Background: an optimization exercise with open tools, aiming at small area, a short achievable clock period and few clock cycles per item. Do not read the settings as production practice.
Power is estimated from default activity; no workload was simulated.

v35:
==> flow/design.v <==
module pipe_prefix_adder #(
  parameter int WIDTH     = 68,
  parameter int REG_EVERY = 2,
  parameter int TAG_W     = 4,
  parameter int BLK       = 12
) (
  input  logic             clk,
  input  logic             rst,
  input  logic             in_valid,
  output logic             in_ready,
  input  logic [WIDTH-1:0] a,
  input  logic [WIDTH-1:0] b,
  input  logic             cin,
  input  logic             op,
  input  logic [TAG_W-1:0] tag,
  output logic             out_valid,
  input  logic             out_ready,
  output logic [WIDTH-1:0] sum,
  output logic             cout,
  output logic             ovf,
  output logic             zero,
  output logic [TAG_W-1:0] tag_o
);
  localparam int NB = (WIDTH + BLK - 1) / BLK;
  logic [WIDTH-1:0] bx, s0_d;
  logic [NB-1:0]    g_d;
  logic             c0;
  assign bx = op ? ~b : b;
  assign c0 = op | cin;
  for (genvar j = 0; j < NB; j++) begin : g_add
    localparam int LO = j * BLK;
    localparam int HI = (LO + BLK < WIDTH) ? LO + BLK - 1 : WIDTH - 1;
    localparam int N  = HI - LO + 1;
    logic ci;
    if (j == 0) begin : g_c0
      assign ci = c0;
    end else begin : g_cz
      assign ci = 1'b0;
    end
    assign {g_d[j], s0_d[HI:LO]} = {1'b0, a[HI:LO]} + {1'b0, bx[HI:LO]} + {{N{1'b0}}, ci};
  end
  logic             load;
  logic [WIDTH-1:0] s0_q;
  logic [NB-1:0]    g_q;
  logic             p_top_q;
  assign load     = ~out_valid | out_ready;
  assign in_ready = load;
  always_ff @(posedge clk or posedge rst) begin
    if (rst) out_valid <= 1'b0;
    else if (load) out_valid <= in_valid;
  end
  always_ff @(posedge clk) begin
    if (load) begin
      s0_q    <= s0_d;
      g_q     <= g_d;
      p_top_q <= a[WIDTH-1] ^ bx[WIDTH-1];
      tag_o   <= tag;
    end
  end
  logic [NB-1:0] bp, bz;
  logic [NB:0]   c;       
  for (genvar j = 0; j < NB; j++) begin : g_blk
    localparam int LO = j * BLK;
    localparam int HI = (LO + BLK < WIDTH) ? LO + BLK - 1 : WIDTH - 1;
    assign bp[j] = &s0_q[HI:LO];
    assign bz[j] = ~|s0_q[HI:LO];
  end
  localparam int LV = $clog2(NB);
  logic [NB-1:0] pg [LV+1];
  logic [NB-1:0] pp [LV+1];
  assign pg[0] = g_q;
  assign pp[0] = {bp[NB-1:1], 1'b0};
  for (genvar l = 0; l < LV; l++) begin : g_pl
    for (genvar j = 0; j < NB; j++) begin : g_pj
      if (((j >> l) & 1) == 1) begin : g_cmb
        localparam int S = ((j >> l) << l) - 1;
        assign pg[l+1][j] = pg[l][j] | (pp[l][j] & pg[l][S]);
        assign pp[l+1][j] = pp[l][j] & pp[l][S];
      end else begin : g_pass
        assign pg[l+1][j] = pg[l][j];
        assign pp[l+1][j] = pp[l][j];
      end
    end
  end
  assign c = {pg[LV], 1'b0};
  for (genvar j = 0; j < NB; j++) begin : g_sum
    localparam int LO = j * BLK;
    localparam int HI = (LO + BLK < WIDTH) ? LO + BLK - 1 : WIDTH - 1;
    if (j == 0) begin : g_b0
      assign sum[HI:LO] = s0_q[HI:LO];
    end else begin : g_bj
      for (genvar i = LO; i <= HI; i++) begin : g_bit
        if (i == LO) begin : g_lo
          assign sum[i] = s0_q[i] ^ c[j];
        end else begin : g_hi
          assign sum[i] = s0_q[i] ^ (c[j] & (&s0_q[i-1:LO]));
        end
      end
    end
  end
  logic [NB-1:0] zb;
  assign zb[0] = bz[0];
  for (genvar j = 1; j < NB; j++) begin : g_zb
    assign zb[j] = c[j] ? bp[j] : bz[j];
  end
  assign cout = c[NB];
  assign ovf  = sum[WIDTH-1] ^ p_top_q ^ cout;
  assign zero = &zb;
endmodule
clock: 4.5 ns
lec_check: 0
cap_margin: 20
core_margin: 2
core_utilization: 40
slew_margin: 20
run.sh (not shown) runs the stock make flow with config.mk's settings and CLKGATE_MAP_FILE= SYNTH_SCRIPT=/design/flow/synth_recipe.tcl, a recipe that flattens the netlist after the stock synthesis.
Input-level comparison between v5 and v35:
-- flow/design.v --
<<< v35, line 3
  parameter int REG_EVERY = 2,
  parameter int TAG_W     = 4,
  parameter int BLK       = 12
) (
  input  logic             clk,
>>> v5, line 3
  parameter int REG_EVERY = 2,
  parameter int TAG_W     = 4,
  parameter int BLK       = 8
) (
  input  logic             clk,
[summary]
v5: met1 track utilization from global routing is 2.5 points lower than what v35 reported.
Relative to v35, synthesized area per cell has gone up in v5.
Iteration-0 DRC count of the detailed router (v5 over v35): decrease, 37
For the setup slack after placement, v5 came in 0.12 ns lower than v35 did.
As far as top-level port count is concerned, v35 and v5 perform about the same.
NOTE per-cell routed wire length v35->v5 increased by a few percent
Against v35, v5 comes in 3.8% higher on synthesized flop and latch total.
According to the power report, total power for v5 is higher than for v35.
Against v35, final cell count in v5 fell by a few percent.
Looking at count of fill cells added during filler insertion, v5 sits 43 lower than v35 does.
v5 vs v35 — internal power summed over all cells rose about 1.1%.
Diff v35 and v5: depth of the critical timing path with buffers and inverters included lower in v35
For v35 and v5, there was not a single run that failed to finish clean.
No functional check of the RTL was part of any run of this note.


Another version of the RTL of pipe_prefix_adder (not shown whole).
For scale: ~1200 cells after synthesis, roughly 220 I/O pins.
==> module pipe_prefix_adder, before the edit <==
module pipe_prefix_adder #(
  parameter int WIDTH     = 68,
  parameter int REG_EVERY = 2,
  parameter int TAG_W     = 4,
  parameter int BLK       = 5,
  parameter int EB        = 4
) (
  input  logic             clk,
  input  logic             rst,
  input  logic             in_valid,
  output logic             in_ready,
  input  logic [WIDTH-1:0] a,
  input  logic [WIDTH-1:0] b,
  input  logic             cin,
  input  logic             op,
  input  logic [TAG_W-1:0] tag,
  output logic             out_valid,
  input  logic             out_ready,
  output logic [WIDTH-1:0] sum,
  output logic             cout,
  output logic             ovf,
  output logic             zero,
  output logic [TAG_W-1:0] tag_o
);
  localparam int NB  = (WIDTH + BLK - 1) / BLK;    
  localparam int TLO = (NB - 1) * BLK;             
  localparam int TN  = WIDTH - TLO;                
  function automatic integer lg2(input integer v);
    integer r;
    r = 0;
    while ((1 << r) < v) r = r + 1;
    lg2 = r;
  endfunction
  logic [WIDTH-1:0] bx, p, g, s0_d;
  logic             c0;
  assign bx = op ? ~b : b;
  assign c0 = op | cin;
  assign p  = a ^ bx;
  assign g  = a & bx;
  logic [NB-1:0] eg, ep;
  logic          g_top_d;
  assign eg[0] = c0;
  assign ep[0] = 1'b0;
  for (genvar j = 0; j < NB; j++) begin : g_blk
    localparam int LO = j * BLK;
    localparam int HI = (LO + BLK < WIDTH) ? LO + BLK - 1 : WIDTH - 1;
    localparam int N  = HI - LO + 1;
    logic [N:0] lc;    
    logic [N:0] gc;    
    if (j == 0) begin : g_ci
      assign lc[0] = c0;
    end else begin : g_cz
      assign lc[0] = 1'b0;
    end
    assign gc[0] = 1'b0;
    for (genvar i = 0; i < N; i++) begin : g_bit
      assign lc[i+1] = g[LO+i] | (p[LO+i] & lc[i]);
      assign gc[i+1] = g[LO+i] | (p[LO+i] & gc[i]);
    end
    assign s0_d[HI:LO] = p[HI:LO] ^ lc[N-1:0];
    if (j < NB - 1) begin : g_el
      assign eg[j+1] = gc[N];
      assign ep[j+1] = &p[HI:LO];
    end else begin : g_top
      assign g_top_d = gc[N];
    end
  end
  localparam int LV = lg2(NB);
  logic [NB-1:0] pg [LV+1];
  logic [NB-1:0] pp [LV+1];
  assign pg[0] = eg;
  assign pp[0] = ep;
  for (genvar l = 0; l < LV; l++) begin : g_pl
    for (genvar j = 0; j < NB; j++) begin : g_pj
      if (j >= (1 << l)) begin : g_cmb
        assign pg[l+1][j] = pg[l][j] | (pp[l][j] & pg[l][j-(1<<l)]);
        assign pp[l+1][j] = pp[l][j] & pp[l][j-(1<<l)];
      end else begin : g_pass
        assign pg[l+1][j] = pg[l][j];
        assign pp[l+1][j] = pp[l][j];
      end
    end
  end
  logic z_d;
  assign z_d = ~|(p ^ {a[WIDTH-2:0] | bx[WIDTH-2:0], c0});
  logic [WIDTH-1:0] r_d;
  for (genvar j = 0; j < NB; j++) begin : g_early
    localparam int LO = j * BLK;
    localparam int HI = (LO + BLK < WIDTH) ? LO + BLK - 1 : WIDTH - 1;
    if (j == 0 || j >= EB) begin : g_keep
      assign r_d[HI:LO] = s0_d[HI:LO];
    end else begin : g_fin
      for (genvar i = LO; i <= HI; i++) begin : g_bit
        if (i == LO) begin : g_lo
          assign r_d[i] = s0_d[i] ^ pg[LV][j];
        end else begin : g_hi
          assign r_d[i] = s0_d[i] ^ (pg[LV][j] & (&s0_d[i-1:LO]));
        end
      end
    end
  end
  logic g_t2_d, ovf0_d, ovf1_d;
  assign g_t2_d = g_blk[NB-1].gc[TN-1];
  assign ovf0_d = g_t2_d ^ g_top_d;
  assign ovf1_d = (g_t2_d | (&s0_d[WIDTH-2:TLO])) ^ (g_top_d | (&s0_d[WIDTH-1:TLO]));
  logic             load;
  logic [WIDTH-1:0] s0_q;
  logic [NB-1:EB]   bc_q;
  logic             g_top_q, ovf0_q, ovf1_q;
  assign load     = ~out_valid | out_ready;
  assign in_ready = load;
  always_ff @(posedge clk or posedge rst) begin
    if (rst) out_valid <= 1'b0;
    else if (load) out_valid <= in_valid;
  end
  always_ff @(posedge clk) begin
    if (load) begin
      s0_q    <= r_d;
      bc_q    <= pg[LV][NB-1:EB];
      g_top_q <= g_top_d;
      ovf0_q  <= ovf0_d;
      ovf1_q  <= ovf1_d;
      tag_o   <= tag;
      zero    <= z_d;
    end
  end
  logic [NB-1:0] ones;
  for (genvar j = 0; j < NB; j++) begin : g_sum
    localparam int LO = j * BLK;
    localparam int HI = (LO + BLK < WIDTH) ? LO + BLK - 1 : WIDTH - 1;
    assign ones[j] = &s0_q[HI:LO];
    if (j < EB) begin : g_b0
      assign sum[HI:LO] = s0_q[HI:LO];
    end else begin : g_bj
      for (genvar i = LO; i <= HI; i++) begin : g_bit
        if (i == LO) begin : g_lo
          assign sum[i] = s0_q[i] ^ bc_q[j];
        end else begin : g_hi
          assign sum[i] = s0_q[i] ^ (bc_q[j] & (&s0_q[i-1:LO]));
        end
      end
    end
  end
  assign cout = g_top_q | (bc_q[NB-1] & ones[NB-1]);
  assign ovf  = bc_q[NB-1] ? ovf1_q : ovf0_q;
endmodule
Settings: LEC_CHECK=0, ABC_AREA=1, CAP_MARGIN=20, CORE_MARGIN=2, CORE_UTILIZATION=40, CTS_BUF_LIST=sky130_fd_sc_hd__clkbuf_8, CTS_CLUSTER_SIZE=30, SETUP_SLACK_MARGIN=1.65, SLEW_MARGIN=20; clock period 4.5 ns.
standard.sh (not shown) runs the stock make flow with config.mk's settings and CLKGATE_MAP_FILE= SYNTH_SCRIPT=/design/flow/synth_recipe.tcl, a recipe that flattens the netlist after the stock synthesis.
==> flow/flow/run.sh <==
#!/bin/bash
# The standard layout, with two changes:
#  - synthesis skips the full/half-adder extraction (ADDER_MAP_FILE empty),
#    leaving all arithmetic to abc; it is otherwise the standard synthesis;
#  - each port gets a buf_1 as its port buffer.
set -e
export BUFFER_PORTS_ARGS="-buffer_cell sky130_fd_sc_hd__buf_1"
ADDER_MAP_FILE= bash standard.sh synth > synth.log 2>&1
bash standard.sh > standard.log 2>&1
The starting point went through all stages and came out clean.
Next try:
--- a/flow/design.v
+++ b/flow/design.v
@@ -24,7 +24,6 @@
 );
   localparam int NB  = (WIDTH + BLK - 1) / BLK;    
   localparam int TLO = (NB - 1) * BLK;             
-  localparam int TN  = WIDTH - TLO;                
   function automatic integer lg2(input integer v);
     integer r;
     r = 0;
@@ -81,8 +80,6 @@
       end
     end
   end
-  logic z_d;
-  assign z_d = ~|(p ^ {a[WIDTH-2:0] | bx[WIDTH-2:0], c0});
   logic [WIDTH-1:0] r_d;
   for (genvar j = 0; j < NB; j++) begin : g_early
     localparam int LO = j * BLK;
@@ -99,14 +96,10 @@
       end
     end
   end
-  logic g_t2_d, ovf0_d, ovf1_d;
-  assign g_t2_d = g_blk[NB-1].gc[TN-1];
-  assign ovf0_d = g_t2_d ^ g_top_d;
-  assign ovf1_d = (g_t2_d | (&s0_d[WIDTH-2:TLO])) ^ (g_top_d | (&s0_d[WIDTH-1:TLO]));
   logic             load;
   logic [WIDTH-1:0] s0_q;
   logic [NB-1:EB]   bc_q;
-  logic             g_top_q, ovf0_q, ovf1_q;
+  logic             g_top_q, p_top_q;
   assign load     = ~out_valid | out_ready;
   assign in_ready = load;
   always_ff @(posedge clk or posedge rst) begin
@@ -118,17 +111,16 @@
       s0_q    <= r_d;
       bc_q    <= pg[LV][NB-1:EB];
       g_top_q <= g_top_d;
-      ovf0_q  <= ovf0_d;
-      ovf1_q  <= ovf1_d;
+      p_top_q <= p[WIDTH-1];
       tag_o   <= tag;
-      zero    <= z_d;
     end
   end
-  logic [NB-1:0] ones;
+  logic [NB-1:0] ones, zs;
   for (genvar j = 0; j < NB; j++) begin : g_sum
     localparam int LO = j * BLK;
     localparam int HI = (LO + BLK < WIDTH) ? LO + BLK - 1 : WIDTH - 1;
     assign ones[j] = &s0_q[HI:LO];
+    assign zs[j]   = ~|s0_q[HI:LO];
     if (j < EB) begin : g_b0
       assign sum[HI:LO] = s0_q[HI:LO];
     end else begin : g_bj
@@ -142,5 +134,14 @@
     end
   end
   assign cout = g_top_q | (bc_q[NB-1] & ones[NB-1]);
-  assign ovf  = bc_q[NB-1] ? ovf1_q : ovf0_q;
+  assign ovf  = sum[WIDTH-1] ^ p_top_q ^ cout;
+  logic [NB-1:0] zb;
+  for (genvar j = 0; j < NB; j++) begin : g_zb
+    if (j < EB) begin : g_fin
+      assign zb[j] = zs[j];
+    end else begin : g_inc
+      assign zb[j] = bc_q[j] ? ones[j] : zs[j];
+    end
+  end
+  assign zero = &zb;
 endmodule
The new run produced a clean layout; clock skew hardly moves; synthesized cell count drops by 12%; setup slack loses 0.33 ns; cell count drops by 8.5%; hold slack loses 0.011 ns; wire length drops by 21%; power climbs by 0.58%; clock power is about the same; area after synthesis drops by 5.2%.
No run of this note included a check of the RTL's function; only the layout flow was run.

[separate check: timing with driven ports]
No port has a modelled driver above. Below, the same layouts with a new extraction and two added sets of constraints.
Step 1, drivers: a clkbuf_16 drives clk and a buf_2 each remaining input, both assumed.
Step 2 times the ports against the registers' clock, not the clock port: input delays grow and output delays shrink by t, the midpoint of the rising clock arrivals with the driver on.
a / b / c = ideal / step 1 / step 2; a / b = the first two.
| run | shift t [ns] | setup WS [ns] | hold slack, ns |
|---|---|---|---|
| v35 | 0.371 | 0.161 / 0.123 / 0.494 | 0.693 / 0.678 / 0.829 |
| v5 | 0.382 | 0.194 / 0.154 / 0.536 | 0.702 / 0.690 / 0.958 |
| the first run of note 2 | 0.415 | 1.818 / 1.778 / 1.415 | 0.317 / 0.294 / 0.709 |
| the second run of note 2 | 0.406 | 1.489 / 1.453 / 1.506 | 0.306 / 0.290 / 0.697 |
After both steps setup and hold are still met in every run listed. For the first run of note 2, which loses most, drivers alone change the setup slack by -0.040 ns; drivers and shift together by -0.403 ns.
